What follows belongs to an exercise in optimizing a design on an open flow for small area; a production flow would make more cautious choices.
Only simulation tests tie the RTL to the original design; equivalence was not proved.
No activity file was given, so power comes from the tool's default toggle rates. No driver is modelled on the clock port, so clocking that relies on it looks cheaper here than on a real chip.

## design/flow/config.mk

```make
export PLATFORM = sky130hd
export DESIGN_NAME = apb_modport
export DESIGN_NICKNAME = apb_modport
export VERILOG_FILES = /design/flow/design.v
export SDC_FILE = /design/flow/constraint.sdc
export NUM_CORES = 4
export LEC_CHECK = 0
export CAP_MARGIN = 30
export CORE_MARGIN = 2
export CORE_UTILIZATION = 25
export PLACE_DENSITY = 0.3
export SLEW_MARGIN = 40
```

## design/flow/constraint.sdc

```tcl
create_clock -name core_clock -period 8.0 [get_ports {pclk}]
set_input_delay 1.6000 -clock core_clock [delete_from_list [all_inputs] [get_ports {pclk}]]
set_output_delay 1.6000 -clock core_clock [all_outputs]
set_load 0.01 [all_outputs]
```

## design/flow/design.v

```verilog
package apb_modport_pkg;
    localparam int ADDR_WIDTH = 9;
    localparam int DATA_WIDTH = 8;
    localparam int OFFS_WIDTH = ADDR_WIDTH - 1;
    localparam int MEM_DEPTH  = 2 ** OFFS_WIDTH;
    typedef enum logic [1:0] {
        IDLE   = 2'd0,
        SETUP  = 2'd1,
        ACCESS = 2'd2
    } state_t;
endpackage
import apb_modport_pkg::*;
module apb_mem_pair
(
    input  logic                  clk,
    input  logic                  sel_a,    
    input  logic                  sel_b,    
    input  logic                  rsn_a,    
    input  logic                  rsn_b,    
    input  logic [DATA_WIDTH-1:0] w,
    output logic [DATA_WIDTH-1:0] y         
);
    logic [DATA_WIDTH-1:0] qa, qb;
    always_ff @(posedge clk) begin
        qa <= ~((qa | {DATA_WIDTH{sel_a}}) & ({DATA_WIDTH{rsn_a}} | w));
        qb <= ~((qb | {DATA_WIDTH{sel_b}}) & ({DATA_WIDTH{rsn_b}} | w));
    end
    assign y = ~((qa | {DATA_WIDTH{rsn_a}}) & (qb | {DATA_WIDTH{rsn_b}}));
endmodule
module apb_mem
(
    input  logic                  clk,
    input  logic                  clr,      
    input  logic                  wr,       
    input  logic [ADDR_WIDTH-1:0] addr,
    input  logic [DATA_WIDTH-1:0] w,        
    output logic [DATA_WIDTH-1:0] rq        
);
    localparam int ROWS = 2 * MEM_DEPTH;
    logic [ROWS-1:0]                       rsn, sel;
    logic [ROWS/2-1:0][DATA_WIDTH-1:0]     y;
    logic [DATA_WIDTH-1:0]                 acc;
    for (genvar i = 0; i < ROWS; i++) begin : g_dec
        assign rsn[i] = (addr != i);
        assign sel[i] = clr | (wr & (addr == i));
    end
    for (genvar p = 0; p < ROWS / 2; p++) begin : g_pair
        apb_mem_pair u_pair (
            .clk   (clk),
            .sel_a (sel[2*p]),
            .sel_b (sel[2*p+1]),
            .rsn_a (rsn[2*p]),
            .rsn_b (rsn[2*p+1]),
            .w     (w),
            .y     (y[p])
        );
    end
    always_comb begin
        acc = '0;
        for (int p = 0; p < ROWS / 2; p++) acc = acc | y[p];
    end
    assign rq = ~acc;
endmodule
import apb_modport_pkg::*;
module apb_modport
(
    input  logic                  pclk,
    input  logic                  presetn,
    input  logic                  transfer,
    input  logic                  READ_WRITE,
    input  logic [ADDR_WIDTH-1:0] apb_write_paddr,
    input  logic [ADDR_WIDTH-1:0] apb_read_paddr,
    input  logic [DATA_WIDTH-1:0] apb_write_data,
    output logic [DATA_WIDTH-1:0] apb_read_data_out
);
    apb_modport_pkg::state_t state_q, state_d;
    logic                  pwrite;
    logic [ADDR_WIDTH-1:0] paddr;
    logic [DATA_WIDTH-1:0] pwdata;
    logic [DATA_WIDTH-1:0] read_data;
    logic                  load, access;
    logic                  valid;    
    logic                  phase;    
    logic                  wr;
    logic [DATA_WIDTH-1:0] w, rq;
    always_comb begin
        state_d = state_q;
        load    = 1'b0;
        unique case (state_q)
            IDLE: begin
                if (transfer) begin
                    state_d = SETUP;
                    load    = 1'b1;
                end
            end
            SETUP: state_d = ACCESS;
            ACCESS: begin
                if (transfer) begin
                    state_d = SETUP;
                    load    = 1'b1;
                end else begin
                    state_d = IDLE;
                end
            end
            default: state_d = IDLE;
        endcase
    end
    assign access = (state_q == ACCESS);
    always_ff @(posedge pclk or negedge presetn) begin
        if (!presetn) begin
            state_q   <= IDLE;
            read_data <= '0;
            valid     <= 1'b0;
            phase     <= 1'b1;
        end else begin
            state_q <= state_d;
            valid   <= 1'b1;
            phase   <= ~phase;
            if (access && !pwrite) begin
                read_data <= rq ^ {DATA_WIDTH{phase}};
            end
        end
    end
    always_ff @(posedge pclk) begin
        if (load) begin
            pwrite <= ~READ_WRITE;
            paddr  <= READ_WRITE ? apb_read_paddr : apb_write_paddr;
            pwdata <= apb_write_data;
        end
    end
    assign wr = access & pwrite;
    assign w  = wr ? (pwdata ^ {DATA_WIDTH{phase}}) : {DATA_WIDTH{1'b1}};
    assign apb_read_data_out = read_data;
    apb_mem u_mem (
        .clk  (pclk),
        .clr  (~valid),
        .wr   (wr),
        .addr (paddr),
        .w    (w),
        .rq   (rq)
    );
endmodule
```

## design/flow/run.sh

```bash
#!/bin/bash
# synth_recipe.tcl (not shown) runs the flow's synth.tcl, then flattens the netlist and writes it again
# the make line also repeats each setting of config.mk as NAME=value (left out here)
make -C /OpenROAD-flow-scripts/flow DESIGN_CONFIG=/design/flow/config.mk WORK_HOME=/design/flow/orfs CLKGATE_MAP_FILE= SYNTH_SCRIPT=/design/flow/synth_recipe.tcl finish
```

==> flow_metrics.env, run 1 <==
export IMPL_syn_area_per_cell_um2=10.0
export IMPL_drtAntennaViolNets=0
export IMPL_yosys_area_share_simple_pct=7.60
export IMPL_use_met3_pct=13.0
export IMPL_holdWs_ns=0.427
export IMPL_cts_reportedPaths_clkPinSlew_ns=0.06
export IMPL_numClockSinks=4126
export IMPL_syn_inst=14200
export IMPL_die_w_um=758
export IMPL_cts_buffer_depth=4
export IMPL_p_int_uw=37400
export IMPL_drtIter0Drc=25800
export IMPL_clkPwrFrac_pct=47.0
export IMPL_fin_crit_sh_pct=80.5
export IMPL_seq_area_frac_synth_pct=58.3
export IMPL_grt_max_degree=120
export IMPL_powerDensity_nw_per_um2=288
export IMPL_layout_commonest_cell="o22ai_1"
export IMPL_async_flop_share_pct=0.291
export IMPL_start_util_pct=25.1
export IMPL_cp_end_kind="register"
export IMPL_dieArea_um2=574000
export IMPL_leakagePower_uw=0.0632
export IMPL_use_met1_pct=56.3
export IMPL_syn_cell_area_um2=142000
export IMPL_cts_resized=0
export IMPL_finClkSkew_ns=0.0429
export IMPL_cp_cell_sequence="buf_4 -> and3b_4 -> buf_12 -> nand2_2 -> buf_4 -> nor2_1 -> o21ai_1 -> or4b_1 -> or4_1 -> or4_1 -> o31a_1 -> or3b_1"
export IMPL_cts_tree="done"
export IMPL_yosysTopAreaCell="dfxtp_1"
export IMPL_grtUsageMet2_pct=59.2
export IMPL_path_buf_inv=3
export IMPL_fin_tns_setup_ns=0
export IMPL_post_cts_buffers=0
export IMPL_grt_busiest_layer="met2"
export IMPL_antenna_found_initial=227
export IMPL_slowest_stage="or4_1"
export IMPL_first_pass_iters=8
export IMPL_synth_net_count=14200
export IMPL_synth_xor_area_share_pct=0.0493
export IMPL_setup_viol=0
export IMPL_synth_edff_count=18
export IMPL_syn2layout_area_growth_pct=26.7
export IMPL_vdd_drop_max_mv=0.188
export IMPL_coreArea_um2=566000
export IMPL_relSlewSlack_pct=29.7
export IMPL_grt_pass1_wl_um=1580000
export IMPL_synth_top_family_by_area="compound AO/OA/AOI/OAI gates"
export IMPL_synth_area_leaders="dfxtp_1 58%, o22ai_1 25%, clkbuf_1 3.4%"
export IMPL_hold_viol=0
export IMPL_ios=38
export IMPL_critical_path_class="register to register"
export IMPL_via_per_inst=6.83
export IMPL_yosysTopAreaCellShare_pct=57.7
export IMPL_drive_gt1_share_pct=19.2
export IMPL_placed_area_um2=162000
export IMPL_final_area_um2=180000
export IMPL_synth_compound_area_share_pct=29.7
export IMPL_combPwrFrac_pct=8.1
export IMPL_ys_ff_latch=4126
export IMPL_critPathMaxFanout=56
export IMPL_drc=0
export IMPL_place_congestion=0.994
export IMPL_drv_slew=0
export IMPL_die_y_um=758
export IMPL_yosysWarnings=3
export IMPL_port_buffers=37
export IMPL_cp_start_kind="register"
export IMPL_avgRoutedWirePerCell_um=55.7
export IMPL_routed_wl_um=1260000
export IMPL_switching_power_uw=14500
export IMPL_power_uw=51900
export IMPL_hpwlAfterDp_um=913000
export IMPL_grt_pass1_vias=138000
export IMPL_cts_buffers=524
export IMPL_tightest_slew_ns=1.05
export IMPL_cts_hold_buffers_added=0
export IMPL_synthDistinctLibCells=77
export IMPL_switching_share_pct=27.9
export IMPL_num_vias=154000
export IMPL_required_ns=9.01
export IMPL_period_minus_slack_ns=6.44
export IMPL_nets=14700
export IMPL_critPathArrivalTime_ns=7.45
export IMPL_clock_tree_root_cell="clkbuf_16"
export IMPL_rsz0062_at_grt="false"
export IMPL_fmax_mhz=155
export IMPL_cpLargestDelayFamily="simple AND/OR/NAND/NOR gates"
export IMPL_utilization_pct=31.8
export IMPL_grt_usage_pct=41.9
export IMPL_cp_slowest_stage_delay_ns=0.90
export IMPL_final_cell_mix="5573 x o22ai_1, 4096 x dfxtp_1, 1148 x buf_4"
export IMPL_drv_cap=0
export IMPL_synth_adder_area_share_pct=0
export IMPL_synth_ff_type="dfxtp_1"
export IMPL_grt_overflow=0
export IMPL_cts_max_level=6
export IMPL_hold_class="register to register"
export IMPL_status="no timing/DRC/antenna violations"
export IMPL_insertion_delay_ns=1.13
export IMPL_synthMuxAreaShare_pct=0.493
export IMPL_num_rows=276
export IMPL_seqPwrFrac_pct=44.9
## state kept, by name, summed over array words and instances, names as in the netlist
register,count
u_mem.g_pair.u_pair.qb,2048
phase,1
pwdata,8
paddr,9
read_data,8
valid,1
u_mem.g_pair.u_pair.qa,2048
state_q,2
pwrite,1
## power by group through the flow
stage | combinational, uW | clock, uW | sequential [uW]
CTS | 3990 | 24500 | 23200
global route | 4170 | 25300 | 23400
detailed placement | 3990 | 0 | 23600
global placement | 3790 | 0 | 23600
floorplan | 1680 | 0 | 23100
finish | 4200 | 24400 | 23300
## routing by layer
layer	vias to the layer above	wire length (um)	part of all wire (%)
met5	-	678	0.054
met4	94	84800	6.7
met3	2574	140000	11
met2	11900	507000	40
met1	80900	527000	42
li1	59000	-	-
## Yosys cell counts, types with 7 or more instances
master,instances
buf_2,66
and3b_1,7
nand3_1,495
or4_1,309
o21ai_0,86
o2111ai_1,88
nand3b_1,9
mux2_2,56
nand2b_1,12
a22oi_1,23
buf_1,60
o221ai_1,62
xnor2_1,8
and4b_1,11
nand4bb_1,13
o21ai_1,512
a22o_1,7
a211oi_1,23
clkbuf_1,1279
nand2_1,128
a21oi_1,23
edfxtp_1,18
nor3_1,181
a2111oi_0,7
dfxtp_1,4096
o22ai_1,5647
or3b_2,8
nor4_1,240
dfrtp_1,11
nor2_1,171
or4b_2,10
o22a_1,132
nor3b_1,12
o32ai_1,33
or3_1,47
mux2i_1,7
and4_1,15
nor4b_1,20
nor2b_1,11
nand4_1,93
and2_1,8
nand4b_1,9
o21a_1,8
nor4bb_1,16
## worst reg2reg max path, stage by stage (launching register included)
cell      delay [ns]
edfxtp_1        0.35
buf_4           0.65
and3b_4         0.44
buf_12          0.21
nand2_2         0.64
buf_4           0.40
nor2_1          0.08
o21ai_1         0.67
or4b_1          0.71
or4_1           0.90
or4_1           0.67
o31a_1          0.25
or3b_1          0.34
## stage by stage
stage | cells | setup slack [ns]
after floorplan | 14200 | 4.28
after global placement | 21500 | 0.424
after detailed placement | 21600 | 1.79
after CTS | 22500 | 1.75
after global routing | 22500 | 1.73
final | 22600 | 1.56
## area by class of cell
class	count	area, um^2
antenna	97	243
clock buffer	784	15700
clock inverter	127	1440
fill	57800	386000
inverter	6	22.5
multi-input combinational	8622	58500
sequential	4126	82800
tap	7506	9390
timing repair buffer	1345	11900
## path summary, 6_finish.rpt
check,end,cells past startpoint,start,slack (ns)
max,read_data[1],12,paddr[6],1.56
min,u_mem.g_pair[231].u_pair.qb[3],1,u_mem.g_pair[231].u_pair.qb[3],0.43
max reg2reg,read_data[1],12,paddr[6],1.56
min reg2reg,u_mem.g_pair[231].u_pair.qb[3],1,u_mem.g_pair[231].u_pair.qb[3],0.43
max in group asynchronous,phase,2,presetn,6.85
min in group asynchronous,state_q[1],2,presetn,0.86
## cells by family (layout without fill, tap and decap cells)
logic type | Yosys count | in the layout
AOI/OAI and AO/OA | 6702 | 6702
DFF | 4126 | 4126
and+or+nand+nor | 1848 | 1848
buffers and inverters | 1422 | 2262
muxes | 63 | 63
xor gates and xnor gates | 8 | 8
other | 1 | 98
==> run 2: changes to the inputs <==
==> design/flow/flow/run.sh (new file) <==
#!/bin/bash
# Standard layout with two changes: after synthesis, cells that synthesis
# upsized go back to their smallest size (placement repair resizes where it
# must), and the clock tree is built without dummy loads and with larger
# sink clusters.
set -euo pipefail
here=$(pwd)
export CTS_ARGS="-sink_clustering_enable -repair_clock_nets -dont_use_dummy_load -sink_clustering_size 16 -sink_clustering_max_diameter 50 -buf_list sky130_fd_sc_hd__clkbuf_8"
bash standard.sh synth POST_SYNTH_TCL=$here/flow/downsize.tcl > synth.log 2>&1
bash standard.sh finish POST_SYNTH_TCL=$here/flow/downsize.tcl > finish.log 2>&1
==> design/flow/flow/downsize.tcl (new file) <==
# Run after synthesis (POST_SYNTH_TCL): set every combinational cell that
# synthesis upsized back to its smallest drive strength. Placement's
# repair_design and repair_timing size up again wherever slew, capacitance
# or timing need it. Flip-flops, buffers and tie cells are left alone.
set db [ord::get_db]
set swapped 0
foreach inst [[ord::get_db_block] getInsts] {
  set master [$inst getMaster]
  if {![regexp {^sky130_fd_sc_hd__(\w+)_(\d+)$} [$master getName] -> base drive]} { continue }
  if {[regexp {^(df|dl|sdf|sdl|edf|sedf|conb|clk|buf|dly|tap|fill|decap|diode|ebuf|einv|lpflow|probe)} $base]} { continue }
  set best $master
  foreach d {0 1} {
    set m [$db findMaster sky130_fd_sc_hd__${base}_$d]
    if {$m ne "NULL" && [$m getWidth] < [$best getWidth]} { set best $m }
  }
  if {$best ne $master} {
    $inst swapMaster $best
    incr swapped
  }
}
puts "downsize: $swapped cells set to their smallest drive strength"
==> design/flow/standard.sh (new file) <==
#!/bin/bash
# synth_recipe.tcl (not shown) runs the flow's synth.tcl, then flattens the netlist and writes it again
# the make line also repeats each setting of config.mk as NAME=value (left out here)
make -C /OpenROAD-flow-scripts/flow DESIGN_CONFIG=/design/flow/config.mk WORK_HOME=/design/flow/orfs CLKGATE_MAP_FILE= SYNTH_SCRIPT=/design/flow/synth_recipe.tcl "${@:-finish}"
==> design/flow/config.mk (replaced) <==
export PLATFORM = sky130hd
export DESIGN_NAME = apb_modport
export DESIGN_NICKNAME = apb_modport
export VERILOG_FILES = /design/flow/design.v
export SDC_FILE = /design/flow/constraint.sdc
export NUM_CORES = 4
export LEC_CHECK = 0
export CAP_MARGIN = 20
export CORE_MARGIN = 2
export CORE_UTILIZATION = 45
export PLACE_DENSITY = 0.55
export SLEW_MARGIN = 20
export SYNTH_HIERARCHICAL = 1
removed: design/flow/run.sh
==> run 2 against run 1 <==
Effect of this change:
- fmax is 16% higher
- count of clock-buffer cells in the layout is 376 lower
- combinational power shrank 43%
- sequential cell count did not move
- via count down 24%
- clock skew is 0.093 ns higher
- sequential power shrank 2%
- routed wire length shrank 61%
- utilization grew 13 points
- largest power group is now sequential cells
- setup slack improved by 0.87 ns
- cell area fell by 19%
- power is 29% lower
==> flow_metrics.env, run 2 <==
export IMPL_grt_busiest_layer="met2"
export IMPL_grtUsageMet2_pct=44.1
export IMPL_grt_overflow=0
export IMPL_powerDensity_nw_per_um2=250
export IMPL_die_y_um=578
export IMPL_syn_area_per_cell_um2=10.6
export IMPL_cp_start_kind="register"
export IMPL_status="no timing/DRC/antenna violations"
export IMPL_routed_wl_um=493000
export IMPL_required_ns=8.99
export IMPL_tightest_slew_ns=1.22
export IMPL_first_pass_iters=8
export IMPL_syn_inst=13900
export IMPL_combPwrFrac_pct=6.5
export IMPL_clkPwrFrac_pct=30.8
export IMPL_cp_end_kind="register"
export IMPL_critical_path_class="register to register"
export IMPL_seqPwrFrac_pct=62.7
export IMPL_via_per_inst=6.89
export IMPL_cts_hold_buffers_added=0
export IMPL_numClockSinks=4126
export IMPL_period_minus_slack_ns=5.57
export IMPL_ios=38
export IMPL_cts_tree="done"
export IMPL_use_met3_pct=5.11
export IMPL_top_regs="u_mem.g_pair.u_pair.qa x2048, u_mem.g_pair.u_pair.qb x2048, paddr x9"
export IMPL_cts_buffers=408
export IMPL_drc=0
export IMPL_reg2reg_depth=11
export IMPL_drv_slew=0
export IMPL_cts_reportedPaths_clkPinSlew_ns=0.09
export IMPL_grt_usage_pct=28.0
export IMPL_crit_end="read_data[6]"
export IMPL_cts_max_level=5
export IMPL_drtIter0Drc=13000
export IMPL_reg2reg_from="paddr[1]"
export IMPL_layout_commonest_cell="o22ai_1"
export IMPL_fin_tns_setup_ns=0
export IMPL_syn2layout_area_growth_pct=-1.33
export IMPL_num_rows=210
export IMPL_fin_crit_sh_pct=69.6
export IMPL_hpwlAfterDp_um=310000
export IMPL_insertion_delay_ns=1.13
export IMPL_finClkSkew_ns=0.135
export IMPL_reg2reg_to="read_data[6]"
export IMPL_grt_max_degree=175
export IMPL_hold_class="register to register"
export IMPL_setup_viol=0
export IMPL_rsz0062_at_grt="false"
export IMPL_crit_start="paddr[1]"
export IMPL_use_met1_pct=36.9
export IMPL_multi_input_area_um2=50200
export IMPL_die_w_um=578
export IMPL_critPathArrivalTime_ns=6.56
export IMPL_clock_tree_root_cell="clkbuf_8"
export IMPL_post_cts_buffers=0
export IMPL_critPathMaxFanout=16
export IMPL_num_vias=118000
export IMPL_port_buffers=37
export IMPL_drv_cap=0
export IMPL_start_util_pct=45.2
export IMPL_antenna_found_initial=27
export IMPL_fmax_mhz=180
export IMPL_coreArea_um2=328000
export IMPL_utilization_pct=44.6
export IMPL_synth_net_count=14000
export IMPL_drive_gt1_share_pct=5.68
export IMPL_dieArea_um2=334000
export IMPL_place_congestion=0.903
export IMPL_nets=12800
export IMPL_ff2ff_setup_slack_ns=2.43
export IMPL_avgRoutedWirePerCell_um=28.8
export IMPL_nFillCells=30400
export IMPL_yosysWarnings=9
export IMPL_seq_area_um2=82800
export IMPL_cts_buffer_depth=4
export IMPL_grt_pass1_vias=111000
export IMPL_cts_resized=0
export IMPL_grt_pass1_wl_um=721000
export IMPL_relSlewSlack_pct=18.2
export IMPL_vdd_drop_max_mv=0.147
export IMPL_drtAntennaViolNets=0
export IMPL_power_uw=36600
export IMPL_syn_cell_area_um2=148000
export IMPL_hold_viol=0
export IMPL_switching_share_pct=24.7
export IMPL_switching_power_uw=9040
export IMPL_leakagePower_uw=0.0528
export IMPL_p_int_uw=27500
export IMPL_final_cell_mix="6144 x o22ai_1, 4096 x dfxtp_1, 526 x nand2_1"
run 2: final cells by class:
| cell class | instances | share of cell area [%] |
|---|---|---|
| Inverter | 3 | 0.0128 |
| Tap cell | 4346 | 3.72 |
| Clock buffer | 408 | 3.84 |
| Antenna cell | 6 | 0.0103 |
| Timing Repair Buffer | 234 | 1.48 |
| Sequential cell | 4126 | 56.6 |
| Multi-Input combinational cell | 8027 | 34.3 |
run 2: power by group through the flow:
stage                     logic, uW  clock network, uW  registers [uW]
after floorplan                1630                  0           23100
after global placement         2240                  0           23300
after detailed placement       2350                  0           23400
after CTS                      2350              11500           22900
after global routing           2530              12200           23100
final                          2390              11300           22900
run 2: worst max-delay path, stage by stage, from the launching register on:
cell and delay [ns]:
edfxtp_1 0.63, nand2b_1 0.60, nor2_4 0.33, buf_4 0.34, nand2_1 0.43, o22ai_1 0.22, nor4_1 1.05, nand4_1 0.33
nor4_2 0.80, and4_1 0.31, xor2_1 0.07, mux2_2 0.29
run 2: per-stage QoR:
step | cell area (um^2) | cells | setup WS, ns | hold slack, ns
final | 146000 | 17200 | 2.43 | 0.433
after global routing | 146000 | 17100 | 2.32 | 0.411
after CTS | 146000 | 17100 | 2.53 | 0.436
after detailed placement | 141000 | 16700 | 2.56 | 0.427
after global placement | 140000 | 16700 | 1.49 | 0.417
after floorplan | 148000 | 13900 | 2.02 | 0.409
run 2: worst min-delay path by stage:
stage | start | end | slack [ns] | cells past startpoint
2_1_floorplan | state_q[1] | state_q[1] | 0.41 | 1
3_3_place_gp | u_mem.g_pair[2].u_pair.qa[3] | u_mem.g_pair[2].u_pair.qa[3] | 0.42 | 1
3_5_place_dp | u_mem.g_pair[107].u_pair.qa[6] | u_mem.g_pair[107].u_pair.qa[6] | 0.43 | 1
4_1_cts | u_mem.g_pair[128].u_pair.qa[6] | u_mem.g_pair[128].u_pair.qa[6] | 0.44 | 1
5_1_grt | presetn | valid | 0.41 | 1
6_report | u_mem.g_pair[94].u_pair.qa[4] | u_mem.g_pair[94].u_pair.qa[4] | 0.43 | 1
run 2: layer usage:
metal	share of wire, %	up-vias
met2	45	5758
li1	-	52800
met4	5.2	12
met5	0.014	-
met3	8.1	1082
met1	42	58400
==> run 3: changes to the inputs <==
--- a/design/flow/design.v
+++ b/design/flow/design.v
@@ -27,6 +27,18 @@
     end
     assign y = ~((qa | {DATA_WIDTH{rsn_a}}) & (qb | {DATA_WIDTH{rsn_b}}));
 endmodule
+module apb_mem_rowdec
+(
+    input  logic ph,       
+    input  logic pl,       
+    input  logic wphn,     
+    input  logic wpln,     
+    output logic rsn,      
+    output logic sel       
+);
+    assign rsn = ~(ph & pl);
+    assign sel = ~(wphn | wpln);
+endmodule
 module apb_mem
 (
     input  logic                  clk,
@@ -36,15 +48,32 @@
     input  logic [DATA_WIDTH-1:0] w,        
     output logic [DATA_WIDTH-1:0] rq        
 );
-    localparam int ROWS = 2 * MEM_DEPTH;
-    logic [ROWS-1:0]                       rsn, sel;
-    logic [ROWS/2-1:0][DATA_WIDTH-1:0]     y;
-    logic [DATA_WIDTH-1:0]                 acc;
-    for (genvar i = 0; i < ROWS; i++) begin : g_dec
-        assign rsn[i] = (addr != i);
-        assign sel[i] = clr | (wr & (addr == i));
+    localparam int HI = 2 ** (ADDR_WIDTH - 4);
+    localparam int LO = 16;
+    logic [HI-1:0]                     ph, wphn;
+    logic [LO-1:0]                     pl, wpln;
+    logic [HI*LO/2-1:0][DATA_WIDTH-1:0] y;
+    logic [HI*LO-1:0]                  rsn, sel;
+    logic [DATA_WIDTH-1:0]             acc;
+    for (genvar h = 0; h < HI; h++) begin : g_ph
+        assign ph[h]   = (addr[ADDR_WIDTH-1:4] == h);
+        assign wphn[h] = ~(clr | (wr & ph[h]));
     end
-    for (genvar p = 0; p < ROWS / 2; p++) begin : g_pair
+    for (genvar l = 0; l < LO; l++) begin : g_pl
+        assign pl[l]   = (addr[3:0] == l);
+        assign wpln[l] = ~(clr | pl[l]);
+    end
+    for (genvar i = 0; i < HI * LO; i++) begin : g_row
+        apb_mem_rowdec u_dec (
+            .ph   (ph[i / LO]),
+            .pl   (pl[i % LO]),
+            .wphn (wphn[i / LO]),
+            .wpln (wpln[i % LO]),
+            .rsn  (rsn[i]),
+            .sel  (sel[i])
+        );
+    end
+    for (genvar p = 0; p < HI * LO / 2; p++) begin : g_pair
         apb_mem_pair u_pair (
             .clk   (clk),
             .sel_a (sel[2*p]),
@@ -57,7 +86,7 @@
     end
     always_comb begin
         acc = '0;
-        for (int p = 0; p < ROWS / 2; p++) acc = acc | y[p];
+        for (int p = 0; p < HI * LO / 2; p++) acc = acc | y[p];
     end
     assign rq = ~acc;
 endmodule
==> run 3 against run 2 <==
Effect of this change:
- via count shrank 0.36%
- clock power is essentially flat
- count of clock-buffer cells in the layout grew 13
- global-route usage grew 1.2 points
- utilization grew 0.28 points
- sequential power grew 9%
- critical path depth grew 1
- area after synthesis shrank 2.0%
- cell area shrank 1.4%
- die area shrank 2.0%
- first-iteration DRC count grew 1.8%
- sequential cell count is the same
- critical path type unchanged
==> flow_metrics.env, run 3 <==
export IMPL_drive_gt1_share_pct=5.52
export IMPL_nets=12800
export IMPL_final_cell_mix="6143 x o22ai_1, 4096 x dfxtp_1, 545 x nor2_1"
export IMPL_syn_inst=13700
export IMPL_syn_area_per_cell_um2=10.6
export IMPL_insertion_delay_ns=1.19
export IMPL_nFillCells=30100
export IMPL_cts_hold_buffers_added=0
export IMPL_antenna_found_initial=23
export IMPL_dieArea_um2=327000
export IMPL_grt_pass1_vias=109000
export IMPL_critPathMaxFanout=16
export IMPL_syn2layout_area_growth_pct=-0.662
export IMPL_drc=0
export IMPL_drv_slew=0
export IMPL_via_per_inst=6.88
export IMPL_num_vias=118000
export IMPL_grt_overflow=0
export IMPL_slowest_stage="nor4_1"
export IMPL_drtAntennaViolNets=0
export IMPL_layout_commonest_cell="o22ai_1"
export IMPL_setup_viol=0
export IMPL_critPathArrivalTime_ns=6.65
export IMPL_drv_cap=0
export IMPL_synth_net_count=13700
export IMPL_post_cts_buffers=0
export IMPL_status="no timing/DRC/antenna violations"
export IMPL_ios=38
export IMPL_clock_tree_root_cell="clkbuf_8"
export IMPL_drtIter0Drc=13300
export IMPL_period_minus_slack_ns=5.59
export IMPL_cp_cell_sequence="nand2_1 -> nor3_2 -> buf_4 -> buf_4 -> nand2_1 -> o22ai_1 -> nor4_1 -> nand4_1 -> nor4_1 -> and4_1 -> xor2_1 -> mux2_2"
export IMPL_top_regs="u_mem.g_pair.u_pair.qa x2048, u_mem.g_pair.u_pair.qb x2048, paddr x9"
export IMPL_hpwlAfterDp_um=314000
export IMPL_place_congestion=0.900
export IMPL_cp_start_kind="register"
export IMPL_routed_wl_um=502000
export IMPL_vdd_drop_max_mv=0.157
export IMPL_die_y_um=572
export IMPL_start_util_pct=45.2
export IMPL_cp_slowest_stage_delay_ns=1.01
export IMPL_cpLargestDelayFamily="simple AND/OR/NAND/NOR gates"
export IMPL_syn_cell_area_um2=145000
export IMPL_utilization_pct=44.9
export IMPL_fin_tns_setup_ns=0
export IMPL_hold_class="register to register"
export IMPL_numClockSinks=4126
export IMPL_leakagePower_uw=0.0497
export IMPL_cts_max_level=5
export IMPL_cts_buffer_depth=4
export IMPL_grt_max_degree=155
export IMPL_port_buffers=37
export IMPL_cp_end_kind="register"
export IMPL_required_ns=9.06
export IMPL_yosysWarnings=9
export IMPL_hold_viol=0
export IMPL_num_rows=208
export IMPL_rsz0062_at_grt="false"
export IMPL_fmax_mhz=179
export IMPL_cts_reportedPaths_clkPinSlew_ns=0.09
export IMPL_avgRoutedWirePerCell_um=29.4
export IMPL_finClkSkew_ns=0.146
export IMPL_die_w_um=572
export IMPL_relSlewSlack_pct=15.4
export IMPL_grt_pass1_wl_um=727000
export IMPL_grt_usage_pct=29.2
export IMPL_path_buf_inv=2
export IMPL_cts_resized=0
export IMPL_cts_tree="done"
export IMPL_cts_buffers=421
export IMPL_critical_path_class="register to register"
export IMPL_powerDensity_nw_per_um2=276
export IMPL_fin_crit_sh_pct=69.9
export IMPL_coreArea_um2=321000
export IMPL_tightest_slew_ns=1.27
export IMPL_first_pass_iters=6
[run 3: layout make-up]
cell class              instances  area (um^2)  share of cell area, %
diodes                         10         25.0                 0.0173
clock buffers                 421         5790                   4.02
inverters                       3         12.5                0.00867
multi-input cells            8027        48200                   33.4
flip-flops and latches       4126        82800                   57.4
well taps                    4305         5390                   3.73
repair buffers                206         1980                   1.38
[run 3: final timing paths]
| check | cells past startpoint | slack [ns] | start | to |
|---|---|---|---|---|
| max | 12 | 2.41 | paddr[1] | read_data[7] |
| min | 1 | 0.43 | u_mem.g_pair[255].u_pair.qa[2] | u_mem.g_pair[255].u_pair.qa[2] |
| max reg2reg | 12 | 2.41 | paddr[1] | read_data[7] |
| min reg2reg | 1 | 0.43 | u_mem.g_pair[255].u_pair.qa[2] | u_mem.g_pair[255].u_pair.qa[2] |
| max in group asynchronous | 1 | 6.98 | presetn | read_data[4] |
| min in group asynchronous | 1 | 0.47 | presetn | read_data[6] |
[run 3: stage by stage]
step	instances	hold slack [ns]	total power, uW	worst slack [ns]	area (um^2)
global placement	16700	0.417	28400	1.70	138000
detailed placement	16700	0.427	28600	2.44	138000
CTS	17100	0.388	39900	2.40	144000
global route	17100	0.421	41300	2.35	144000
floorplan	13700	0.409	27300	2.02	145000
finish	17100	0.433	39800	2.41	144000
[run 3: worst register-to-register path: stages, from the launching register on]
cell and delay, ns:
edfxtp_1 0.55, nand2_1 0.33, nor3_2 0.18, buf_4 0.28
buf_4 0.35, nand2_1 0.59, o22ai_1 0.18, nor4_1 0.79
nand4_1 0.48, nor4_1 1.01, and4_1 0.35, xor2_1 0.07
mux2_2 0.30
[run 3: report_power, final]
part,switching (uW),leakage [uW],internal [uW]
combinational,1930,0.0119,1440
clock,6810,0.00303,4650
sequential,1560,0.0348,23400
[run 3: per-layer routing]
layer / vias to the layer above / part of all wire, % / GRT usage, %
met4: 22 / 6.2 / 15.9
li1: 52300 / - / -
met1: 58100 / 42 / 39.1
met3: 1240 / 8.4 / 5.68
met5: - / 0.029 / 0
met2: 5989 / 43 / 44.3
==> run 4: changes to the inputs <==
--- a/design/flow/config.mk
+++ b/design/flow/config.mk
@@ -7,7 +7,7 @@
 export LEC_CHECK = 0
 export CAP_MARGIN = 20
 export CORE_MARGIN = 2
-export CORE_UTILIZATION = 45
-export PLACE_DENSITY = 0.55
+export CORE_UTILIZATION = 65
+export PLACE_DENSITY = 0.75
 export SLEW_MARGIN = 20
 export SYNTH_HIERARCHICAL = 1
==> run 4 against run 3 <==
Effect of this change:
- still clean
- global-route usage is 9.1 points higher
- combinational power hardly changed
- cell area is 2.1% lower
- clock power is about 10% lower
- critical path type unchanged
- critical endpoint is now read_data[4]
- largest cell class unchanged
==> flow_metrics.env, run 4 <==
export IMPL_avgRoutedWirePerCell_um=29.5
export IMPL_leakagePower_uw=0.0490
export IMPL_powerDensity_nw_per_um2=273
export IMPL_critPathMaxFanout=23
export IMPL_grt_pass1_vias=108000
export IMPL_cts_max_level=5
export IMPL_dp_cells=15300
export IMPL_cts_resized=0
export IMPL_reg2reg_from="paddr[0]"
export IMPL_yosysWarnings=9
export IMPL_drtAntennaViolNets=0
export IMPL_syn_cell_area_um2=145000
export IMPL_drc=0
export IMPL_syn_inst=13700
export IMPL_fin_crit_sh_pct=67.9
export IMPL_hpwlAfterDp_um=286000
export IMPL_drive_gt1_share_pct=4.75
export IMPL_layout_commonest_cell="o22ai_1"
export IMPL_cts_tree="done"
export IMPL_drtIter0Drc=17300
export IMPL_status="no timing/DRC/antenna violations"
export IMPL_top_regs="u_mem.g_pair.u_pair.qa x2048, u_mem.g_pair.u_pair.qb x2048, paddr x9"
export IMPL_insertion_delay_ns=1.11
export IMPL_grt_pass1_wl_um=680000
export IMPL_dieArea_um2=227000
export IMPL_final_cell_mix="6144 x o22ai_1, 4096 x dfxtp_1, 543 x nor2_1"
export IMPL_via_per_inst=7.63
export IMPL_num_rows=173
export IMPL_cts_buffer_depth=4
export IMPL_num_vias=120000
export IMPL_cts_hold_buffers_added=0
export IMPL_critPathArrivalTime_ns=6.42
export IMPL_start_util_pct=65.4
export IMPL_drv_cap=0
export IMPL_fin_tns_setup_ns=0
export IMPL_relSlewSlack_pct=8.65
export IMPL_ios=38
export IMPL_die_w_um=477
export IMPL_cp_end_kind="register"
export IMPL_coreArea_um2=222000
export IMPL_numClockSinks=4126
export IMPL_vdd_drop_max_mv=0.199
export IMPL_grt_usage_pct=38.3
export IMPL_layout_cells_non_filler=15700
export IMPL_clock_tree_root_cell="clkbuf_8"
export IMPL_period_minus_slack_ns=5.44
export IMPL_synth_net_count=13700
export IMPL_critical_path_class="register to register"
export IMPL_post_cts_buffers=0
export IMPL_crit_start="paddr[0]"
export IMPL_antenna_found_initial=24
export IMPL_routed_wl_um=462000
export IMPL_first_pass_iters=11
export IMPL_port_buffers=37
export IMPL_hp_start="u_mem.g_pair[194].u_pair.qa[6]"
export IMPL_syn2layout_area_growth_pct=-2.73
export IMPL_fmax_mhz=184
export IMPL_nets=12700
export IMPL_cp_start_kind="register"
export IMPL_die_y_um=477
export IMPL_holdWs_ns=0.436
export IMPL_place_congestion=0.947
export IMPL_hold_viol=0
export IMPL_grt_max_degree=178
export IMPL_tightest_slew_ns=1.37
export IMPL_cts_reportedPaths_clkPinSlew_ns=0.10
export IMPL_required_ns=8.98
export IMPL_setup_viol=0
export IMPL_drv_slew=0
export IMPL_rsz0062_at_grt="false"
export IMPL_syn_area_per_cell_um2=10.6
export IMPL_grt_overflow=0
export IMPL_cts_buffers=346
export IMPL_hold_class="register to register"
export IMPL_finClkSkew_ns=0.103
[run 4: per-layer routing]
metal | vias up | track usage, % | part of all wire [%]
li1 | 52100 | - | -
met1 | 57700 | 51.5 | 39
met2 | 8206 | 56.1 | 43
met3 | 1626 | 8.44 | 12
met4 | 20 | 24.0 | 7.2
met5 | - | 0 | 0.029
[run 4: path summary, 6_finish.rpt]
check / end / slack (ns) / cells after the start
worst min register to register: u_mem.g_pair[194].u_pair.qa[6] / 0.44 / 1
worst max-delay path: read_data[4] / 2.56 / 11
min in group asynchronous: state_q[1] / 0.55 / 1
worst min-delay path: u_mem.g_pair[194].u_pair.qa[6] / 0.44 / 1
worst max register to register: read_data[4] / 2.56 / 11
max in group asynchronous: read_data[7] / 6.93 / 1
[run 4: power by group]
| part | total, uW | switching (uW) | internal, uW |
|---|---|---|---|
| sequential | 24900 | 1570 | 23400 |
| combinational | 3350 | 1910 | 1440 |
| clock | 10300 | 6410 | 3880 |
[run 4: cell type report]
type / count / area (um^2)
flip-flops and latches: 4126 / 82800
multi-input cells: 8027 / 48100
well taps: 2975 / 3720
inverters: 3 / 12.5
repair buffers: 196 / 1790
clock buffers: 346 / 4760
diodes: 11 / 27.5
fillers: 17700 / 80800
[run 4: stage by stage]
| stage | instance area [um^2] | setup WS [ns] | power, uW | util [%] |
|---|---|---|---|---|
| 2_1_floorplan | 145000 | 2.02 | 27300 | - |
| 3_3_place_gp | 136000 | 2.60 | 28200 | 61.4 |
| 3_5_place_dp | 136000 | 2.76 | 28600 | 61.4 |
| 4_1_cts | 141000 | 2.72 | 38400 | 63.6 |
| 5_1_grt | 141000 | 2.67 | 39800 | 63.6 |
| 6_report | 141000 | 2.56 | 38600 | 63.6 |
[run 4: worst max-delay path, cell delays in order, from the launching register on]
cell and delay [ns]:
edfxtp_1 0.53, nand2b_1 0.40, nor2_4 0.23, buf_4 0.48
nand2_1 0.53, o22ai_1 0.20, nor4_1 0.57, nand4_1 0.48
nor4_2 1.15, and4_1 0.32, xor2_1 0.06, mux2_2 0.29
==> run 5: changes to the inputs <==
==> design/flow/flow/run.sh (replaced) <==
#!/bin/bash
# Standard layout with three changes: after synthesis, cells that synthesis
# upsized go back to their smallest size (placement repair resizes where it
# must); the clock tree is built without dummy loads and with larger sink
# clusters; and every port still gets a buffer, but the smallest one.
set -euo pipefail
here=$(pwd)
export CTS_ARGS="-sink_clustering_enable -repair_clock_nets -dont_use_dummy_load -sink_clustering_size 16 -sink_clustering_max_diameter 50 -buf_list sky130_fd_sc_hd__clkbuf_8"
bash standard.sh synth POST_SYNTH_TCL=$here/flow/downsize.tcl > synth.log 2>&1
bash standard.sh finish POST_SYNTH_TCL=$here/flow/downsize.tcl BUFFER_PORTS_ARGS="-buffer_cell sky130_fd_sc_hd__buf_1" > finish.log 2>&1
--- a/design/flow/config.mk
+++ b/design/flow/config.mk
@@ -7,7 +7,7 @@
 export LEC_CHECK = 0
 export CAP_MARGIN = 20
 export CORE_MARGIN = 2
-export CORE_UTILIZATION = 65
-export PLACE_DENSITY = 0.75
+export CORE_UTILIZATION = 78
+export PLACE_DENSITY = 0.86
 export SLEW_MARGIN = 20
 export SYNTH_HIERARCHICAL = 1
==> run 5 against run 4 <==
Effect of this change:
- still clean on timing, DRC and antenna
- register-to-register slack worse by 0.12 ns
- routed wire length is 1.3% lower
- via count is 2.2% higher
- non-clock buffer count stayed put
- first-iteration DRC count is 18% higher
- hold slack worse by 0.0030 ns
- clock skew is 0.022 ns lower
- global-route usage is 7.3 points higher
- sequential cell count stayed put
- sequential share of layout area is 0.49 points higher
- clock power is 4% lower
- highest routed layer unchanged
==> flow_metrics.env, run 5 <==
export IMPL_required_ns=8.99
export IMPL_insertion_delay_ns=1.13
export IMPL_crit_end="read_data[2]"
export IMPL_die_y_um=436
export IMPL_hold_class="register to register"
export IMPL_cts_buffer_depth=4
export IMPL_power_uw=38200
export IMPL_layout_commonest_cell="o22ai_1"
export IMPL_cp_end_kind="register"
export IMPL_grt_pass1_vias=110000
export IMPL_grt_pass1_wl_um=676000
export IMPL_syn_inst=13700
export IMPL_seq_area_um2=82800
export IMPL_grt_max_degree=169
export IMPL_reg2reg_to="read_data[2]"
export IMPL_nFillCells=12500
export IMPL_cts_resized=0
export IMPL_nets=12700
export IMPL_syn_cell_area_um2=145000
export IMPL_setup_viol=0
export IMPL_hpwlAfterDp_um=281000
export IMPL_tightest_slew_ns=1.28
export IMPL_crit_start="paddr[0]"
export IMPL_numClockSinks=4126
export IMPL_cts_max_level=5
export IMPL_ff2ff_setup_slack_ns=2.45
export IMPL_coreArea_um2=185000
export IMPL_avgRoutedWirePerCell_um=30.1
export IMPL_cts_hold_buffers_added=0
export IMPL_place_congestion=0.966
export IMPL_powerDensity_nw_per_um2=273
export IMPL_multi_input_area_um2=48100
export IMPL_grt_usage_pct=45.6
export IMPL_fin_crit_sh_pct=69.4
export IMPL_critPathMaxFanout=25
export IMPL_critPathArrivalTime_ns=6.55
export IMPL_rsz0062_at_grt="false"
export IMPL_period_minus_slack_ns=5.55
export IMPL_drc=0
export IMPL_drtAntennaViolNets=0
export IMPL_port_buffers=37
export IMPL_antenna_found_initial=28
export IMPL_critical_path_class="register to register"
export IMPL_hold_viol=0
export IMPL_reg2reg_from="paddr[0]"
export IMPL_num_vias=122000
export IMPL_cp_start_kind="register"
export IMPL_slowest_stage="nor4_1"
export IMPL_final_cell_mix="6144 x o22ai_1, 4096 x dfxtp_1, 541 x nor2_1"
export IMPL_drive_gt1_share_pct=4.53
export IMPL_cts_buffers=321
export IMPL_fmax_mhz=180
export IMPL_synth_net_count=13700
export IMPL_fin_tns_setup_ns=0
export IMPL_drtIter0Drc=20400
export IMPL_drv_cap=0
export IMPL_clock_tree_root_cell="clkbuf_8"
export IMPL_routed_wl_um=456000
export IMPL_via_per_inst=8.06
export IMPL_vdd_drop_max_mv=0.238
export IMPL_die_w_um=436
export IMPL_post_cts_buffers=0
export IMPL_leakagePower_uw=0.0488
export IMPL_syn_area_per_cell_um2=10.6
export IMPL_cp_slowest_stage_delay_ns=1.06
export IMPL_relSlewSlack_pct=14.2
export IMPL_finClkSkew_ns=0.0809
export IMPL_top_regs="u_mem.g_pair.u_pair.qa x2048, u_mem.g_pair.u_pair.qb x2048, paddr x9"
export IMPL_start_util_pct=78.4
export IMPL_num_rows=158
export IMPL_yosysWarnings=9
export IMPL_reg2reg_depth=12
export IMPL_drv_slew=0
export IMPL_grt_overflow=0
export IMPL_cts_reportedPaths_clkPinSlew_ns=0.10
export IMPL_first_pass_iters=9
export IMPL_cp_cell_sequence="nand2b_1 -> nor2_4 -> buf_4 -> nand2_1 -> o22ai_1 -> nor4_1 -> nand4_1 -> nor4_1 -> buf_4 -> and4_1 -> xor2_1 -> mux2_2"
export IMPL_cts_tree="done"
export IMPL_ios=38
export IMPL_status="no timing/DRC/antenna violations"
export IMPL_dieArea_um2=190000
export IMPL_syn2layout_area_growth_pct=-3.53
run 5: worst min-delay path by stage:
stage / from / endpoint / slack, ns / depth (start not counted)
floorplan: state_q[1] / state_q[1] / 0.41 / 1
global placement: u_mem.g_pair[7].u_pair.qa[4] / u_mem.g_pair[7].u_pair.qa[4] / 0.42 / 1
detailed placement: u_mem.g_pair[38].u_pair.qa[6] / u_mem.g_pair[38].u_pair.qa[6] / 0.43 / 1
CTS: presetn / state_q[0] / 0.40 / 1
global route: presetn / state_q[0] / 0.44 / 1
finish: u_mem.g_pair[192].u_pair.qa[2] / u_mem.g_pair[192].u_pair.qa[2] / 0.43 / 1
run 5: layout make-up:
type,count,share of cell area [%]
diodes,25,0.0447
clock buffers,321,3.15
inverters,3,0.00804
multi-input cells,8027,34.3
flip-flops and latches,4126,59.1
well taps,2480,2.21
repair buffers,196,1.15
run 5: metrics by stage:
stage                     std cells  area, um^2  setup slack [ns]  hold slack (ns)  util [%]
after floorplan               13700      145000              2.02            0.409         -
after global placement        14800      135000              2.39            0.417      73.1
after detailed placement      14800      136000              2.85            0.427      73.2
after CTS                     15200      140000              2.82            0.398      75.6
after global routing          15200      140000              2.54            0.444      75.6
final                         15200      140000              2.45            0.433      75.6
run 5: power breakdown:
part	switching, uW	internal [uW]
registers	1620	23400
logic	1930	1410
clock network	6300	3610
run 5: worst max-delay path: cells and delay by family, from the launching register on:
kind,cells,cell delay (ns)
AND/OR/NAND/NOR,7,3.47
buffers and inverters,2,0.68
flip-flops,1,0.54
multiplexers,1,0.29
AO/OA/AOI/OAI,1,0.20
XOR/XNOR,1,0.07
run 5: layer usage:
layer	up-vias	GRT usage [%]	wire length, um
met3	2397	13.0	64500
li1	52000	-	-
met2	9873	64.8	188000
met5	-	0	200
met1	57900	59.7	163000
met4	24	32.6	40100
==> run 6: changes to the inputs <==
==> design/flow/flow/run.sh (replaced) <==
#!/bin/bash
# Standard layout with three changes: after synthesis, cells that synthesis
# upsized go back to their smallest size (placement repair resizes where it
# must); the clock tree is built without dummy loads and with larger sink
# clusters; and every port still gets a buffer, but the smallest one.
set -euo pipefail
here=$(pwd)
export CTS_ARGS="-sink_clustering_enable -repair_clock_nets -dont_use_dummy_load -sink_clustering_size 28 -sink_clustering_max_diameter 75 -buf_list sky130_fd_sc_hd__clkbuf_16"
bash standard.sh synth POST_SYNTH_TCL=$here/flow/downsize.tcl > synth.log 2>&1
bash standard.sh finish POST_SYNTH_TCL=$here/flow/downsize.tcl BUFFER_PORTS_ARGS="-buffer_cell sky130_fd_sc_hd__buf_1" > finish.log 2>&1
==> run 6 against run 5 <==
Effect of this change:
- global-route usage is 0.20 points lower
- power hardly changed
- utilization is 0.12 points lower
- still clean on timing, DRC and antenna
==> flow_metrics.env, run 6 <==
export IMPL_syn_cell_area_um2=145000
export IMPL_insertion_delay_ns=0.89
export IMPL_synth_net_count=13700
export IMPL_yosysWarnings=9
export IMPL_combPwrFrac_pct=8.7
export IMPL_nets=12600
export IMPL_clkPwrFrac_pct=25.9
export IMPL_routed_wl_um=455000
export IMPL_relSlewSlack_pct=16.3
export IMPL_fin_tns_setup_ns=0
export IMPL_seqPwrFrac_pct=65.4
export IMPL_whs_path_depth=1
export IMPL_cts_buffer_depth=3
export IMPL_drtAntennaViolNets=0
export IMPL_antenna_found_initial=25
export IMPL_grt_pass1_vias=109000
export IMPL_port_buffers=37
export IMPL_grt_pass1_wl_um=673000
export IMPL_vdd_drop_max_mv=0.270
export IMPL_drive_gt1_share_pct=3.37
export IMPL_drtIter0Drc=20400
export IMPL_powerDensity_nw_per_um2=273
export IMPL_start_util_pct=78.4
export IMPL_layout_commonest_cell="o22ai_1"
export IMPL_fmax_mhz=178
export IMPL_die_y_um=436
export IMPL_leakagePower_uw=0.0485
export IMPL_p_int_uw=28600
export IMPL_status="no timing/DRC/antenna violations"
export IMPL_critPathMaxFanout=30
export IMPL_cts_buffers=169
export IMPL_hold_viol=0
export IMPL_tightest_slew_ns=1.24
export IMPL_syn_inst=13700
export IMPL_placed_area_um2=136000
export IMPL_place_congestion=0.966
export IMPL_rsz0062_at_grt="false"
export IMPL_grt_overflow=0
export IMPL_seq_area_um2=82800
export IMPL_critical_path_class="register to register"
export IMPL_reg2reg_depth=12
export IMPL_hold_class="register to register"
export IMPL_first_pass_iters=9
export IMPL_num_rows=158
export IMPL_cts_resized=0
export IMPL_drv_cap=0
export IMPL_drv_slew=0
export IMPL_post_cts_buffers=0
export IMPL_num_vias=121000
export IMPL_dieArea_um2=190000
export IMPL_period_minus_slack_ns=5.61
export IMPL_syn_area_per_cell_um2=10.6
export IMPL_cts_reportedPaths_clkPinSlew_ns=0.12
export IMPL_setup_viol=0
export IMPL_top_regs="u_mem.g_pair.u_pair.qa x2048, u_mem.g_pair.u_pair.qb x2048, paddr x9"
export IMPL_numClockSinks=4126
export IMPL_hpwlAfterDp_um=281000
export IMPL_cp_start_kind="register"
export IMPL_final_area_um2=140000
export IMPL_cts_hold_buffers_added=0
export IMPL_fin_crit_sh_pct=70.1
export IMPL_die_w_um=436
export IMPL_avgRoutedWirePerCell_um=30.3
export IMPL_switching_share_pct=25.2
export IMPL_cts_max_level=4
export IMPL_grt_usage_pct=45.4
export IMPL_required_ns=8.79
export IMPL_ios=38
export IMPL_multi_input_area_um2=48100
export IMPL_syn2layout_area_growth_pct=-3.69
export IMPL_clock_tree_root_cell="clkbuf_16"
export IMPL_switching_power_uw=9650
export IMPL_cp_end_kind="register"
export IMPL_utilization_pct=75.5
export IMPL_critPathArrivalTime_ns=6.40
export IMPL_via_per_inst=8.07
export IMPL_final_cell_mix="6144 x o22ai_1, 4096 x dfxtp_1, 541 x nor2_1"
export IMPL_coreArea_um2=185000
export IMPL_grt_max_degree=169
export IMPL_nFillCells=12500
export IMPL_drc=0
export IMPL_finClkSkew_ns=0.0587
export IMPL_cts_tree="done"
-- run 6: layout make-up --
class	count	area share (%)
antenna	19	0.0340
clock buffer	169	3.02
inverter	3	0.00805
multi-input combinational	8027	34.4
sequential	4126	59.2
tap	2480	2.22
timing repair buffer	195	1.13
-- run 6: worst max-delay path: stages, from the launching register on --
cell and delay [ns]:
edfxtp_1 0.54, nand2b_1 0.41, nor2_4 0.11, buf_4 0.45, nand2_1 0.60, o22ai_1 0.18
nor4_1 0.72, nand4_1 0.37, nor4_1 1.12, buf_4 0.30, and4_1 0.20, xor2_1 0.07
mux2_2 0.29
-- run 6: routing by layer --
metal / share of wire (%) / GRT usage, % / vias up
met1: 36 / 59.6 / 57500
met2: 41 / 64.6 / 9771
met3: 14 / 12.8 / 2212
met4: 8.6 / 32.0 / 18
met5: 0.044 / 0 / -
li1: - / - / 51800
-- run 6: power by group through the flow --
stage / Sequential (uW) / Combinational [uW] / Clock, uW
3_5_place_dp: 25400 / 3190 / 0
5_1_grt: 25300 / 3510 / 10500
3_3_place_gp: 25200 / 2970 / 0
6_report: 25000 / 3340 / 9890
4_1_cts: 24900 / 3190 / 9800
2_1_floorplan: 24900 / 2330 / 0
-- run 6: metrics by stage --
stage	setup slack, ns	hold WS (ns)	cells	power [uW]
finish	2.39	0.434	15000	38200
global route	2.52	0.447	15000	39300
CTS	2.83	0.438	15000	37900
detailed placement	2.85	0.427	14800	28600
global placement	2.39	0.417	14800	28200
floorplan	2.02	0.409	13700	27300
-- run 6: worst paths after layout --
kind	from	end	slack (ns)
hold / removal	u_mem.g_pair[192].u_pair.qa[2]	u_mem.g_pair[192].u_pair.qa[2]	0.43
hold reg to reg	u_mem.g_pair[192].u_pair.qa[2]	u_mem.g_pair[192].u_pair.qa[2]	0.43
min in group asynchronous	presetn	valid	0.71
max in group asynchronous	presetn	read_data[3]	6.85
setup reg to reg	paddr[0]	read_data[2]	2.39
setup / recovery	paddr[0]	read_data[2]	2.39
==> run 7: changes to the inputs <==
==> design/flow/flow/run.sh (replaced) <==
#!/bin/bash
# Standard layout with three changes: after synthesis, cells that synthesis
# upsized go back to their smallest size (placement repair resizes where it
# must); the clock tree is built without dummy loads and with larger sink
# clusters; and every port still gets a buffer, but the smallest one.
set -euo pipefail
here=$(pwd)
export CTS_ARGS="-sink_clustering_enable -repair_clock_nets -dont_use_dummy_load -sink_clustering_size 32 -sink_clustering_max_diameter 90 -buf_list sky130_fd_sc_hd__clkbuf_16"
bash standard.sh synth POST_SYNTH_TCL=$here/flow/downsize.tcl > synth.log 2>&1
bash standard.sh finish POST_SYNTH_TCL=$here/flow/downsize.tcl BUFFER_PORTS_ARGS="-buffer_cell sky130_fd_sc_hd__buf_1" > finish.log 2>&1
--- a/design/flow/config.mk
+++ b/design/flow/config.mk
@@ -5,9 +5,9 @@
 export SDC_FILE = /design/flow/constraint.sdc
 export NUM_CORES = 4
 export LEC_CHECK = 0
-export CAP_MARGIN = 20
+export CAP_MARGIN = 5
 export CORE_MARGIN = 2
 export CORE_UTILIZATION = 78
 export PLACE_DENSITY = 0.86
-export SLEW_MARGIN = 20
+export SLEW_MARGIN = 5
 export SYNTH_HIERARCHICAL = 1
==> run 7 against run 6 <==
Effect of this change:
- now fails the layout checks on capacitance limit, slew limit
- hold slack better by 0.0074 ns
- fmax is 1.3% lower
- routed wire length shrank 0.16%
- die area unchanged
- cell area fell by 0.44%
- area after synthesis unchanged
- power is 1.6% lower
- clock power decreased by 6.0%
==> flow_metrics.env, run 7 <==
export IMPL_status="finished with violations"
export IMPL_so_violations="capacitance limit, slew limit"
export IMPL_die_w_um=436
export IMPL_cp_start_kind="register"
export IMPL_num_rows=158
export IMPL_leakagePower_uw=0.0482
export IMPL_cp_cell_sequence="nand2b_1 -> nor2_4 -> buf_4 -> nand2_1 -> o22ai_1 -> nor4_1 -> nand4_1 -> nor4_1 -> buf_4 -> and4_1 -> xor2_1 -> mux2_2"
export IMPL_relSlewSlack_pct=-2.21
export IMPL_drtIter0Drc=20900
export IMPL_dr_wl_met3_um=63600
export IMPL_avgRoutedWirePerCell_um=30.2
export IMPL_drv_cap=1
export IMPL_cts_reportedPaths_clkPinSlew_ns=0.12
export IMPL_dp_cells=14800
export IMPL_start_util_pct=78.4
export IMPL_insertion_delay_ns=0.88
export IMPL_grt_pass1_wl_um=670000
export IMPL_port_buffers=37
export IMPL_fmax_mhz=176
export IMPL_finClkSkew_ns=0.0661
export IMPL_combPwrFrac_pct=8.9
export IMPL_drc=0
export IMPL_fin_crit_sh_pct=71.1
export IMPL_switching_share_pct=25.3
export IMPL_fin_tns_setup_ns=0
export IMPL_cts_max_level=4
export IMPL_cp_slowest_stage_delay_ns=1.01
export IMPL_required_ns=8.78
export IMPL_cts_tree="done"
export IMPL_powerDensity_nw_per_um2=270
export IMPL_final_cell_mix="6144 x o22ai_1, 4096 x dfxtp_1, 541 x nor2_1"
export IMPL_clkPwrFrac_pct=24.7
export IMPL_hold_class="register to register"
export IMPL_drtAntennaViolNets=0
export IMPL_slowest_stage="nor4_1"
export IMPL_route_met2_wl_um=189000
export IMPL_synth_net_count=13700
export IMPL_numClockSinks=4126
export IMPL_grt_usage_pct=45.2
export IMPL_seqPwrFrac_pct=66.4
export IMPL_clock_tree_root_cell="clkbuf_16"
export IMPL_ios=38
export IMPL_yosysWarnings=9
export IMPL_cts_buffers=147
export IMPL_critPathMaxFanout=28
export IMPL_drv_slew=17
export IMPL_dieArea_um2=190000
export IMPL_p_int_uw=28100
export IMPL_antenna_found_initial=23
export IMPL_hpwlAfterDp_um=280000
export IMPL_grt_max_degree=169
export IMPL_first_pass_iters=13
export IMPL_vdd_drop_max_mv=0.254
export IMPL_routed_wl_um=454000
export IMPL_num_vias=122000
export IMPL_drive_gt1_share_pct=3.15
export IMPL_cts_hold_buffers_added=0
export IMPL_tightest_slew_ns=1.53
export IMPL_place_congestion=0.966
export IMPL_syn_area_per_cell_um2=10.6
export IMPL_coreArea_um2=185000
export IMPL_period_minus_slack_ns=5.69
export IMPL_post_cts_buffers=0
export IMPL_hold_viol=0
export IMPL_layout_cells_non_filler=15000
export IMPL_nets=12500
export IMPL_top_layer_used="met5"
export IMPL_syn2layout_area_growth_pct=-4.11
export IMPL_cp_end_kind="register"
export IMPL_rsz0062_at_grt="false"
export IMPL_top_regs="u_mem.g_pair.u_pair.qa x2048, u_mem.g_pair.u_pair.qb x2048, paddr x9"
export IMPL_via_per_inst=8.11
export IMPL_cts_resized=0
export IMPL_setup_viol=0
export IMPL_syn_inst=13700
export IMPL_layout_commonest_cell="o22ai_1"
export IMPL_grt_overflow=0
export IMPL_die_y_um=436
export IMPL_cts_buffer_depth=3
export IMPL_switching_power_uw=9510
export IMPL_critPathArrivalTime_ns=6.47
export IMPL_critical_path_class="register to register"
export IMPL_syn_cell_area_um2=145000
export IMPL_grt_pass1_vias=108000
export IMPL_utilization_pct=75.2
export IMPL_wl_met1_um=163000
[run 7: final timing paths]
check / start / to / slack, ns / depth (start not counted)
max reg2reg: paddr[2] / read_data[4] / 2.31 / 12
min: u_mem.g_pair[210].u_pair.qa[3] / u_mem.g_pair[210].u_pair.qa[3] / 0.44 / 1
min in group asynchronous: presetn / valid / 0.67 / 1
max in group asynchronous: presetn / read_data[5] / 6.79 / 2
min reg2reg: u_mem.g_pair[210].u_pair.qa[3] / u_mem.g_pair[210].u_pair.qa[3] / 0.44 / 1
max: paddr[2] / read_data[4] / 2.31 / 12
[run 7: metrics by stage]
stage               total power (uW)  setup WS, ns  hold WS, ns  cell area, um^2
floorplan                      27300          2.02        0.409           145000
global placement               28200          2.39        0.417           135000
detailed placement             28600          2.66        0.428           135000
CTS                            37300          2.64        0.442           139000
global route                   38600          2.60        0.450           139000
finish                         37600          2.31        0.441           139000
[run 7: area by class of cell]
cell class	instances	area, um^2
flip-flops and latches	4126	82800
well taps	2480	3100
diodes	34	85.1
fillers	12700	46000
repair buffers	193	1520
inverters	3	11.3
clock buffers	147	3680
multi-input cells	8027	48000
[run 7: metal layers]
layer,track usage [%],up-vias
met2,64.8,9996
met1,59.3,57700
li1,-,51800
met4,31.5,12
met5,0,-
met3,12.4,2286
[run 7: power groups by stage]
| stage | Sequential (uW) | Combinational, uW | Clock, uW |
|---|---|---|---|
| global route | 25300 | 3500 | 9870 |
| finish | 25000 | 3330 | 9300 |
| CTS | 24900 | 3180 | 9210 |
| global placement | 25200 | 2970 | 0 |
| detailed placement | 25400 | 3190 | 0 |
| floorplan | 24900 | 2330 | 0 |
[run 7: worst max-delay path: cells and delay by family, from the launching register on]
kind	cells	cell delay, ns
multiplexers	1	0.29
AO/OA/AOI/OAI	1	0.24
flip-flops	1	0.53
AND/OR/NAND/NOR	7	3.62
buffers and inverters	2	0.69
XOR/XNOR	1	0.07
==> run 8: changes to the inputs <==
--- a/design/flow/config.mk
+++ b/design/flow/config.mk
@@ -5,9 +5,9 @@
 export SDC_FILE = /design/flow/constraint.sdc
 export NUM_CORES = 4
 export LEC_CHECK = 0
-export CAP_MARGIN = 5
+export CAP_MARGIN = 20
 export CORE_MARGIN = 2
 export CORE_UTILIZATION = 78
 export PLACE_DENSITY = 0.86
-export SLEW_MARGIN = 5
+export SLEW_MARGIN = 20
 export SYNTH_HIERARCHICAL = 1
==> run 8 against run 7 <==
Effect of this change:
- now clean on timing, DRC and antenna
- global-route usage is 0.074 points higher
- synthesized cell count unchanged
- cell area hardly changed
- critical path depth unchanged
- area after synthesis unchanged
- critical path type unchanged
- sequential cell count did not move
- hold slack got worse by 0.0015 ns
==> flow_metrics.env, run 8 <==
export IMPL_rsz0062_at_grt="false"
export IMPL_critPathMaxFanout=26
export IMPL_status="no timing/DRC/antenna violations"
export IMPL_cts_buffers=147
export IMPL_post_cts_buffers=0
export IMPL_syn_area_per_cell_um2=10.6
export IMPL_nets=12500
export IMPL_slowest_stage="nor4_1"
export IMPL_first_pass_iters=13
export IMPL_antenna_found_initial=17
export IMPL_holdWs_ns=0.440
export IMPL_drive_gt1_share_pct=3.19
export IMPL_critical_path_class="register to register"
export IMPL_place_congestion=0.966
export IMPL_fin_crit_sh_pct=73.5
export IMPL_drtAntennaViolNets=0
export IMPL_grt_usage_pct=45.2
export IMPL_syn_inst=13700
export IMPL_required_ns=8.79
export IMPL_critPathArrivalTime_ns=6.67
export IMPL_num_vias=122000
export IMPL_fin_tns_setup_ns=0
export IMPL_hold_viol=0
export IMPL_grt_max_degree=169
export IMPL_die_y_um=436
export IMPL_tightest_slew_ns=1.34
export IMPL_cts_max_level=4
export IMPL_hpwlAfterDp_um=281000
export IMPL_grt_overflow=0
export IMPL_insertion_delay_ns=0.89
export IMPL_top_regs="u_mem.g_pair.u_pair.qa x2048, u_mem.g_pair.u_pair.qb x2048, paddr x9"
export IMPL_cts_tree="done"
export IMPL_die_w_um=436
export IMPL_cts_resized=0
export IMPL_routed_wl_um=454000
export IMPL_cp_slowest_stage_delay_ns=1.21
export IMPL_drtIter0Drc=20500
export IMPL_powerDensity_nw_per_um2=270
export IMPL_layout_commonest_cell="o22ai_1"
export IMPL_cp_end_kind="register"
export IMPL_setup_viol=0
export IMPL_cp_start_kind="register"
export IMPL_via_per_inst=8.10
export IMPL_utilization_pct=75.2
export IMPL_cp_cell_sequence="nand2b_1 -> nor2_4 -> buf_4 -> nand2_1 -> o22ai_1 -> nor4_1 -> nand4_1 -> nor4_1 -> buf_4 -> and4_1 -> xor2_1 -> mux2_2"
export IMPL_cts_hold_buffers_added=0
export IMPL_final_cell_mix="6144 x o22ai_1, 4096 x dfxtp_1, 541 x nor2_1"
export IMPL_fmax_mhz=170
export IMPL_relSlewSlack_pct=10.6
export IMPL_syn2layout_area_growth_pct=-4.06
export IMPL_hold_class="register to register"
export IMPL_yosysWarnings=9
export IMPL_cts_reportedPaths_clkPinSlew_ns=0.12
export IMPL_vdd_drop_max_mv=0.266
export IMPL_leakagePower_uw=0.0483
export IMPL_cts_buffer_depth=3
export IMPL_clock_tree_root_cell="clkbuf_16"
export IMPL_layout_cells_non_filler=15000
export IMPL_avgRoutedWirePerCell_um=30.2
export IMPL_start_util_pct=78.4
export IMPL_drc=0
export IMPL_syn_cell_area_um2=145000
export IMPL_synth_net_count=13700
export IMPL_coreArea_um2=185000
export IMPL_period_minus_slack_ns=5.88
export IMPL_finClkSkew_ns=0.0701
export IMPL_grt_pass1_wl_um=671000
export IMPL_drv_slew=0
export IMPL_numClockSinks=4126
export IMPL_dp_cells=14800
export IMPL_grt_pass1_vias=109000
export IMPL_port_buffers=37
export IMPL_drv_cap=0
export IMPL_dieArea_um2=190000
export IMPL_num_rows=158
export IMPL_ios=38
-- run 8: changes by cell type in the layout (fill, tap and decap cells not counted), sizes merged --
cell    delta
buf        +3
clkbuf     -1
diode      -5
-- run 8: path summary, 6_finish.rpt --
kind,startpoint,end,slack (ns),cells after the start
worst max-delay path,paddr[2],read_data[4],2.12,12
worst min-delay path,u_mem.g_pair[192].u_pair.qa[2],u_mem.g_pair[192].u_pair.qa[2],0.44,1
worst max register to register,paddr[2],read_data[4],2.12,12
worst min register to register,u_mem.g_pair[192].u_pair.qa[2],u_mem.g_pair[192].u_pair.qa[2],0.44,1
max in group asynchronous,presetn,read_data[1],6.87,1
min in group asynchronous,presetn,read_data[4],0.72,1
-- run 8: cell type report --
class,count,area (um^2)
clock buffer,147,3680
antenna,29,72.6
timing repair buffer,195,1590
multi-input combinational,8027,48000
inverter,3,11.3
sequential,4126,82800
tap,2480,3100
fill,12600,45900
-- run 8: layer usage --
layer | track usage, % | vias up | share of wire, %
li1 | - | 51800 | -
met3 | 12.8 | 2142 | 14
met1 | 59.7 | 57800 | 36
met4 | 31.3 | 8 | 8.2
met2 | 64.4 | 9847 | 42
met5 | 0 | - | 0.015
-- run 8: metrics by stage --
step	area, um^2	power, uW	worst slack [ns]
after global placement	135000	28200	2.39
after floorplan	145000	27300	2.02
after global routing	139000	38700	2.37
final	139000	37600	2.12
after CTS	139000	37300	2.83
after detailed placement	136000	28600	2.85
-- run 8: critical path, delay by kind of cell (launching register included) --
kind	cells	cell delay [ns]
simple gates	7	3.96
buf+inv	2	0.69
flops	1	0.52
mux	1	0.29
compound gates	1	0.15
xor+xnor	1	0.07
-- run 8: report_power, final --
group,total [uW],internal (uW),switching [uW],leakage [uW]
clock network,9300,3340,5960,0.00181
logic,3330,1400,1930,0.0116
registers,25000,23400,1630,0.0348
total,37600,28100,9510,0.0483

==> static timing again, ports no longer ideal <==
Ports are ideal in the flow. The routed layouts listed here were re-timed in OpenROAD.
Step 1 assumes that a clkbuf_16 drives the clock port and a buf_2 every other input.
Step 2 moves the port delays by t, midway between the first and last clock arrival at a register: inputs arrive t later, outputs are due t later. That takes back most of the time a late clock gives input paths.
a / b / c = no drivers / after step 1 / after step 2; a / b = the first two.
run | t (ns) | slack for setup (ns) | clock arrival spread, ns
run 1 | 1.261 | 1.560 / 1.560 / 1.560 | 0.058 / 0.058
run 2 | 1.179 | 2.433 / 2.433 / 2.433 | 0.154 / 0.153
run 3 | 1.237 | 2.410 / 2.410 / 2.410 | 0.158 / 0.158
run 4 | 1.169 | 2.565 / 2.565 / 2.565 | 0.112 / 0.112
run 5 | 1.191 | 2.446 / 2.446 / 2.446 | 0.084 / 0.084
run 6 | 0.972 | 2.389 / 2.389 / 2.389 | 0.069 / 0.069
run 7 | 0.944 | 2.313 / 2.313 / 2.313 | 0.068 / 0.069
run 8 | 0.959 | 2.119 / 2.119 / 2.119 | 0.070 / 0.071
